Source: an optimization exercise on an open RTL-to-GDS flow (aim: small area, a short achievable clock period and few clock cycles per item). Production flows keep margins and buffers that such runs may drop.
The RTL was checked by simulation tests, not by an equivalence proof against the original design.
No activity file was given, so power comes from the tool's default toggle rates.

==> job 3015 <==
==> flow/design.v <==
`timescale 1ns/10ps
`default_nettype none
package mutative_types;
    typedef logic [3-1:0]  way_idx_t;
    typedef logic [8-1:0]   way_mask_t;
    typedef logic [4-1:0]  set_idx_t;    
    typedef logic [12-1:0]  cache_tag_t;  
    typedef logic [16-1:0] cache_address_t;
    typedef enum logic [1:0] {
        mode_dm   = 2'b00,
        mode_2way = 2'b01,
        mode_4way = 2'b10,
        mode_8way = 2'b11
    } assoc_mode_t;
    typedef enum logic [2:0] {
        st_idle,
        st_lookup,
        st_miss_req,
        st_refill_wait,
        st_refill_write
    } ctrl_state_t;
    function automatic way_mask_t group_mask(assoc_mode_t mode, cache_tag_t tag);
        case (mode)
            mutative_types::mode_dm:   group_mask = way_mask_t'(1) << tag[2:0];
            mutative_types::mode_2way: group_mask = way_mask_t'(2'b11) << {tag[2:1], 1'b0};
            mutative_types::mode_4way: group_mask = way_mask_t'(4'hf) << {tag[2], 2'b00};
            default:   group_mask = '1;
        endcase
    endfunction
endpackage
`default_nettype wire
`timescale 1ns/10ps
`default_nettype none
package mutative_mem_types;
    typedef logic [16-1:0]   mem_addr_t;  
    typedef logic [32-1:0]   mem_data_t;
    typedef logic [2-1:0] credit_cnt_t;
endpackage
`default_nettype wire
`timescale 1ns/10ps
`default_nettype none
module mutative_cache (
    input  wire         clk,
    input  wire         rst,
    input  wire  [1:0]  setup,
    input  wire         req_valid,
    input  wire  [15:0] req_addr,
    output logic        req_ready,
    output logic        rsp_valid,
    output logic [31:0] rsp_data,
    output logic        rsp_hit,
    output logic        mem_req_valid,
    output logic [15:0] mem_req_addr,
    input  wire         mem_credit,
    input  wire         mem_rsp_valid,
    input  wire  [31:0] mem_rsp_data
);
    localparam int RQD = 10;   
    localparam int MQD = 4;    
    localparam int FD  = 4;    
    localparam int RW  = $clog2(RQD + 1);
    localparam int MW  = $clog2(MQD + 1);
    localparam int FW  = $clog2(FD + 1);
    logic [1:0]  mode_q;
    logic [11:0] tag_q   [16][8];
    logic [7:0]  valid_q [16];
    logic [7:0]  mru_q   [16];
    logic [31:0] data_q  [16][8];
    logic        a_valid;
    logic [15:0] a_addr;
    logic [7:0]  rq_q  [RQD];       
    logic [RW-1:0] rq_cnt;
    logic [15:0] mq_q  [MQD];
    logic [MW-1:0] mq_cnt;
    logic [31:0] f_q   [FD];
    logic [FW-1:0] f_cnt;
    logic [FW-1:0] out_cnt;         
    logic [1:0]  credits_q;
    always_ff @(posedge clk) mode_q <= setup;
    logic [15:0] a_soh;              
    logic        a_move, byp;
    logic [7:0]  r_valid, r_bits, r_eq, a_grp;
    logic [11:0] r_tag [8];
    logic [11:0] a_tag;
    logic        b_valid;
    logic [15:0] b_addr;
    logic [7:0]  b_match, b_mru, b_grp;
    logic [3:0]  l_set;
    logic [11:0] l_tag;
    logic [15:0] l_soh;
    logic [7:0]  l_grp, l_match, l_bits, l_clear, l_vict, l_new;
    logic        l_hit, l_fire;
    logic [2:0]  l_way;
    always_comb begin
        r_valid = '0;
        r_bits  = '0;
        for (int w = 0; w < 8; w++) r_tag[w] = '0;
        for (int s = 0; s < 16; s++) begin
            r_valid = r_valid | ({8{a_soh[s]}} & valid_q[s]);
            r_bits  = r_bits  | ({8{a_soh[s]}} & mru_q[s]);
            for (int w = 0; w < 8; w++)
                r_tag[w] = r_tag[w] | ({12{a_soh[s]}} & tag_q[s][w]);
        end
    end
    assign a_tag = a_addr[15:4];
    always_comb begin
        case (mode_q)
            2'd0:    a_grp = 8'h01 << a_tag[2:0];
            2'd1:    a_grp = 8'h03 << {a_tag[2:1], 1'b0};
            2'd2:    a_grp = 8'h0f << {a_tag[2], 2'b00};
            default: a_grp = 8'hff;
        endcase
        for (int w = 0; w < 8; w++)
            r_eq[w] = r_valid[w] && (r_tag[w] == a_tag);
    end
    assign l_set = b_addr[3:0];
    assign l_tag = b_addr[15:4];
    assign l_soh = 16'd1 << l_set;
    assign l_grp = b_grp;
    assign l_match = b_match;
    assign l_hit   = |l_match;
    assign l_bits  = b_mru;
    assign l_clear = l_grp & ~l_bits;
    assign l_vict  = (mode_q == 2'd0) ? l_grp : (l_clear & (~l_clear + 8'd1));
    logic [7:0] l_newof [8];
    logic [7:0] l_new_hit, l_new_miss;
    logic [2:0] l_way_hit, l_way_miss;
    always_comb begin
        for (int w = 0; w < 8; w++) begin
            if (l_bits[w])                   l_newof[w] = l_bits;
            else if (l_clear == (8'd1 << w)) l_newof[w] = (l_bits & ~l_grp) | (8'd1 << w);
            else                             l_newof[w] = l_bits | (8'd1 << w);
        end
        l_new_hit  = '0;
        l_new_miss = '0;
        l_way_hit  = '0;
        l_way_miss = '0;
        for (int w = 0; w < 8; w++) begin
            l_new_hit  = l_new_hit  | ({8{l_match[w]}} & l_newof[w]);
            l_new_miss = l_new_miss | ({8{l_vict[w]}}  & l_newof[w]);
            l_way_hit  = l_way_hit  | ({3{l_match[w]}} & 3'(w));
            l_way_miss = l_way_miss | ({3{l_vict[w]}}  & 3'(w));
        end
    end
    assign l_new = l_hit ? l_new_hit : l_new_miss;
    assign l_way = l_hit ? l_way_hit : l_way_miss;
    assign l_fire    = b_valid && (rq_cnt != RW'(RQD)) && (mq_cnt != MW'(MQD));
    assign a_move    = a_valid && (!b_valid || l_fire);
    assign byp       = l_fire && (a_addr[3:0] == l_set);
    logic          a_valid_d, b_valid_d, ready_d;
    logic [RW-1:0] rq_cnt_d;
    logic [MW-1:0] mq_cnt_d;
    logic [FW-1:0] out_cnt_d;
    logic [1:0]    credits_d;
    assign a_valid_d = req_ready ? req_valid : a_valid;
    assign b_valid_d = (a_move || l_fire) ? a_move : b_valid;
    assign ready_d   = !a_valid_d || !b_valid_d || (rq_cnt_d != RW'(RQD) && mq_cnt_d != MW'(MQD));
    always_ff @(posedge clk) begin
        if (rst) begin
            a_valid   <= 1'b0;
            b_valid   <= 1'b0;
            req_ready <= 1'b1;
        end else begin
            a_valid   <= a_valid_d;
            b_valid   <= b_valid_d;
            req_ready <= ready_d;
        end
        if (req_ready && req_valid) begin
            a_addr <= req_addr;
            a_soh  <= 16'd1 << req_addr[3:0];
        end
        if (a_move) begin
            b_addr  <= a_addr;
            b_mru   <= byp ? l_new : r_bits;
            b_grp   <= a_grp;
            for (int w = 0; w < 8; w++)
                b_match[w] <= a_grp[w] && ((byp && !l_hit && l_vict[w]) ? (a_tag == l_tag) : r_eq[w]);
        end
    end
    always_ff @(posedge clk) begin
        for (int s = 0; s < 16; s++) begin
            if (rst) begin
                valid_q[s] <= 8'd0;
                mru_q[s]   <= 8'd0;
            end else if (l_fire && l_soh[s]) begin
                mru_q[s] <= l_new;
                for (int w = 0; w < 8; w++)
                    if (!l_hit && l_vict[w]) valid_q[s][w] <= 1'b1;
            end
        end
    end
    always_ff @(posedge clk) begin
        for (int s = 0; s < 16; s++)
            for (int w = 0; w < 8; w++)
                if (l_fire && !l_hit && l_soh[s] && l_vict[w]) tag_q[s][w] <= l_tag;
    end
    logic issue, issue_q, credit_q;
    assign issue         = issue_q && (credit_q || mem_credit);
    assign mem_req_valid = issue;
    assign mem_req_addr  = mq_q[0];
    assign mq_cnt_d      = mq_cnt + MW'(l_fire && !l_hit) - MW'(issue);
    assign credits_d     = credits_q + 2'(mem_credit) - 2'(issue);
    always_ff @(posedge clk) begin
        if (rst) begin
            mq_cnt    <= '0;
            credits_q <= 2'd2;
            issue_q   <= 1'b0;
            credit_q  <= 1'b1;
        end else begin
            mq_cnt    <= mq_cnt_d;
            credits_q <= credits_d;
            issue_q   <= (mq_cnt_d != '0) && (out_cnt_d != FW'(FD));
            credit_q  <= (credits_d != 2'd0);
        end
    end
    always_ff @(posedge clk) begin
        for (int i = 0; i < MQD; i++) begin
            if (issue && i + 1 < MQD) mq_q[i] <= mq_q[i + 1];
            if (l_fire && !l_hit && MW'(i) == mq_cnt - MW'(issue)) mq_q[i] <= b_addr;
        end
    end
    localparam int PW = $clog2(RQD);
    localparam int QW = $clog2(FD);
    logic [PW-1:0] rq_rp, rq_wp, rq_rp1;
    logic [QW-1:0] f_rp, f_wp;
    logic          h_hit, r_fire, f_pop, m_take, f_push;
    logic [127:0]  h_sel;
    logic [15:0]   n_soh;
    logic [7:0]    n_woh;
    logic          n_hit;
    logic [7:0]    n_ent;
    logic [31:0]   m_word, h_data;
    assign rq_rp1 = (rq_rp == PW'(RQD - 1)) ? '0 : rq_rp + 1'b1;
    assign n_ent  = r_fire ? rq_q[rq_rp1] : rq_q[rq_rp];
    logic          f_ne;
    logic [FW-1:0] f_cnt_d;
    assign m_word  = f_ne ? f_q[f_rp] : mem_rsp_data;
    assign f_pop   = (rq_cnt != '0) && !h_hit && f_ne;
    assign m_take  = (rq_cnt != '0) && !h_hit && (f_ne || mem_rsp_valid);
    assign r_fire  = (rq_cnt != '0) && (h_hit || f_ne || mem_rsp_valid);
    assign f_push  = mem_rsp_valid && !((rq_cnt != '0) && !h_hit && !f_ne);
    assign f_cnt_d = f_cnt + FW'(f_push) - FW'(f_pop);
    assign rq_cnt_d  = rq_cnt + RW'(l_fire) - RW'(r_fire);
    assign out_cnt_d = out_cnt + FW'(issue) - FW'(m_take);
    logic [31:0] h_arr;
    always_comb begin
        h_arr = '0;
        for (int s = 0; s < 16; s++)
            for (int w = 0; w < 8; w++)
                h_arr = h_arr | ({32{h_sel[s * 8 + w]}} & data_q[s][w]);
        h_data = h_hit ? h_arr : m_word;
    end
    always_ff @(posedge clk) begin
        if (rst) begin
            rq_cnt    <= '0;
            rq_rp     <= '0;
            rq_wp     <= '0;
            f_cnt     <= '0;
            f_ne      <= 1'b0;
            f_rp      <= '0;
            f_wp      <= '0;
            out_cnt   <= '0;
            rsp_valid <= 1'b0;
        end else begin
            rq_cnt    <= rq_cnt_d;
            if (r_fire) rq_rp <= rq_rp1;
            if (l_fire) rq_wp <= (rq_wp == PW'(RQD - 1)) ? '0 : rq_wp + 1'b1;
            f_cnt     <= f_cnt_d;
            f_ne      <= (f_cnt_d != '0);
            if (f_pop)  f_rp <= f_rp + 1'b1;
            if (f_push) f_wp <= f_wp + 1'b1;
            out_cnt   <= out_cnt_d;
            rsp_valid <= r_fire;
        end
    end
    always_comb begin
        if (r_fire ? (rq_cnt == RW'(1)) : (rq_cnt == '0)) begin
            n_hit = l_hit;
            n_soh = l_soh;
            n_woh = l_hit ? l_match : l_vict;
        end else begin
            n_hit = n_ent[7];
            n_soh = 16'd1 << n_ent[6:3];
            n_woh = 8'd1 << n_ent[2:0];
        end
    end
    always_ff @(posedge clk) begin
        h_hit <= n_hit;
        for (int s = 0; s < 16; s++)
            for (int w = 0; w < 8; w++)
                h_sel[s * 8 + w] <= n_soh[s] && n_woh[w];
    end
    always_ff @(posedge clk) begin
        if (l_fire) rq_q[rq_wp] <= {l_hit, l_set, l_way};
        if (f_push) f_q[f_wp] <= mem_rsp_data;
    end
    always_ff @(posedge clk) begin
        rsp_hit  <= h_hit;
        rsp_data <= h_data;
        for (int s = 0; s < 16; s++)
            for (int w = 0; w < 8; w++)
                if (m_take && h_sel[s * 8 + w]) data_q[s][w] <= m_word;
    end
endmodule
`default_nettype wire
==> flow/run.sh <==
#!/bin/bash
# synth_recipe.tcl (not shown) runs the flow's synth.tcl, then flattens the netlist and writes it again
# the make line also repeats each setting of config.mk as NAME=value (left out here)
make -C /OpenROAD-flow-scripts/flow DESIGN_CONFIG=/design/flow/config.mk WORK_HOME=/design/flow/orfs CLKGATE_MAP_FILE= SYNTH_SCRIPT=/design/flow/synth_recipe.tcl finish
==> flow/config.mk <==
export PLATFORM = sky130hd
export DESIGN_NAME = mutative_cache
export DESIGN_NICKNAME = mutative_cache
export VERILOG_FILES = /design/flow/design.v
export SDC_FILE = /design/flow/constraint.sdc
export NUM_CORES = 4
export LEC_CHECK = 0
export CAP_MARGIN = 20
export CORE_MARGIN = 2
export CORE_UTILIZATION = 30
export CTS_CLUSTER_DIAMETER = 60
export CTS_CLUSTER_SIZE = 22
export PLACE_DENSITY = 0.4
export SETUP_SLACK_MARGIN = 4.3
export SLEW_MARGIN = 20
==> flow/constraint.sdc <==
create_clock -name core_clock -period 8.0 [get_ports {clk}]
set_input_delay 1.6000 -clock core_clock [delete_from_list [all_inputs] [get_ports {clk}]]
set_output_delay 1.6000 -clock core_clock [all_outputs]
set_load 0.01 [all_outputs]
==> inputs of job 6462, as changes to job 3015 <==
Settings changed: CORE_UTILIZATION 30 to 25, PLACE_DENSITY 0.4 to 0.35.
==> notes.md <==
                                                                   job 6462                 job 3015
Drt first-iter violations                                             33700                    38600
Reg2Reg Capture Point                                  rsp_data[24]$_DFF_P_      rsp_data[5]$_DFF_P_
Number of vias in the routed layout                                  162000                   170000
Antenna Cells                                                           158                      334
Horiz. Die Dim                                                       970 µm                   886 µm
Final-layout worst hold slack                                      0.470 ns                 0.471 ns
Post-CTS Resized                                                        262                      238
Sum of routed wire length over all layers                        1440000 µm               1410000 µm
Number of buffers created by CTS                                        583                      541
Setup clock skew after layout                                      0.155 ns                 0.127 ns
Reg2Reg Depth                                                             7                        8
Worst endpoint data arrival time                                    4.90 ns                  5.17 ns
WP buf/inv                                                                1                        2
Antenna violations before repair                                        230                      258
Launching point of the worst reg2reg path                h_sel[114]$_DFF_P_        h_sel[81]$_DFF_P_
Met3 routed wirelength                                            158000 µm                204000 µm
P_clk                                                               31.0 mW                  29.0 mW
Die outline area                                                 942000 µm²               785000 µm²
Result of the run                                   complete, no violations  complete, no violations
Fraction of standard cell area that is sequential                     0.675                    0.686
Clock tree cell share of total cell area                             0.0722                   0.0678
Maximum count of clock buffers along a single path                        5                        4
Worst path slowest cell                                              nor4_2                   nor4_4
Launch point of the critical path                        h_sel[114]$_DFF_P_        h_sel[81]$_DFF_P_
Testbench counts of job 3015, summed over its fixed seeds: cycles 50,250, items 48,000.
Testbench counts of job 6462, summed over its fixed seeds: cycles 50,250, items 48,000.

==> port drivers added, routing unchanged <==
How much do the figures lean on ideal ports? The routed layouts below were timed once more, with nothing changed but the port constraints. Step 1 assumes that a clkbuf_16 drives the clock port and a buf_2 every other input. Step 2 adds t to the input delays and takes it off the output delays; t is the mean of the earliest and latest rising clock arrival at the registers after step 1. Input paths then give back, and output paths get back, about the clock's delay inside the block. Slacks: no drivers / after step 1 / after step 2; pairs: no drivers / after step 1.
run	shift t [ns]	slack for setup (ns)	clock arrival spread, ns	cell pins on the clock port's net
job 3015	1.301	3.890 / 3.890 / 3.110	0.154 / 0.155	1
job 6462	1.196	3.962 / 3.962 / 3.352	0.177 / 0.177	1
After both steps setup and hold are still met in every run listed. The setup slack of job 3015, which loses most, moves by 0.000 ns with the drivers and by -0.780 ns with both steps.
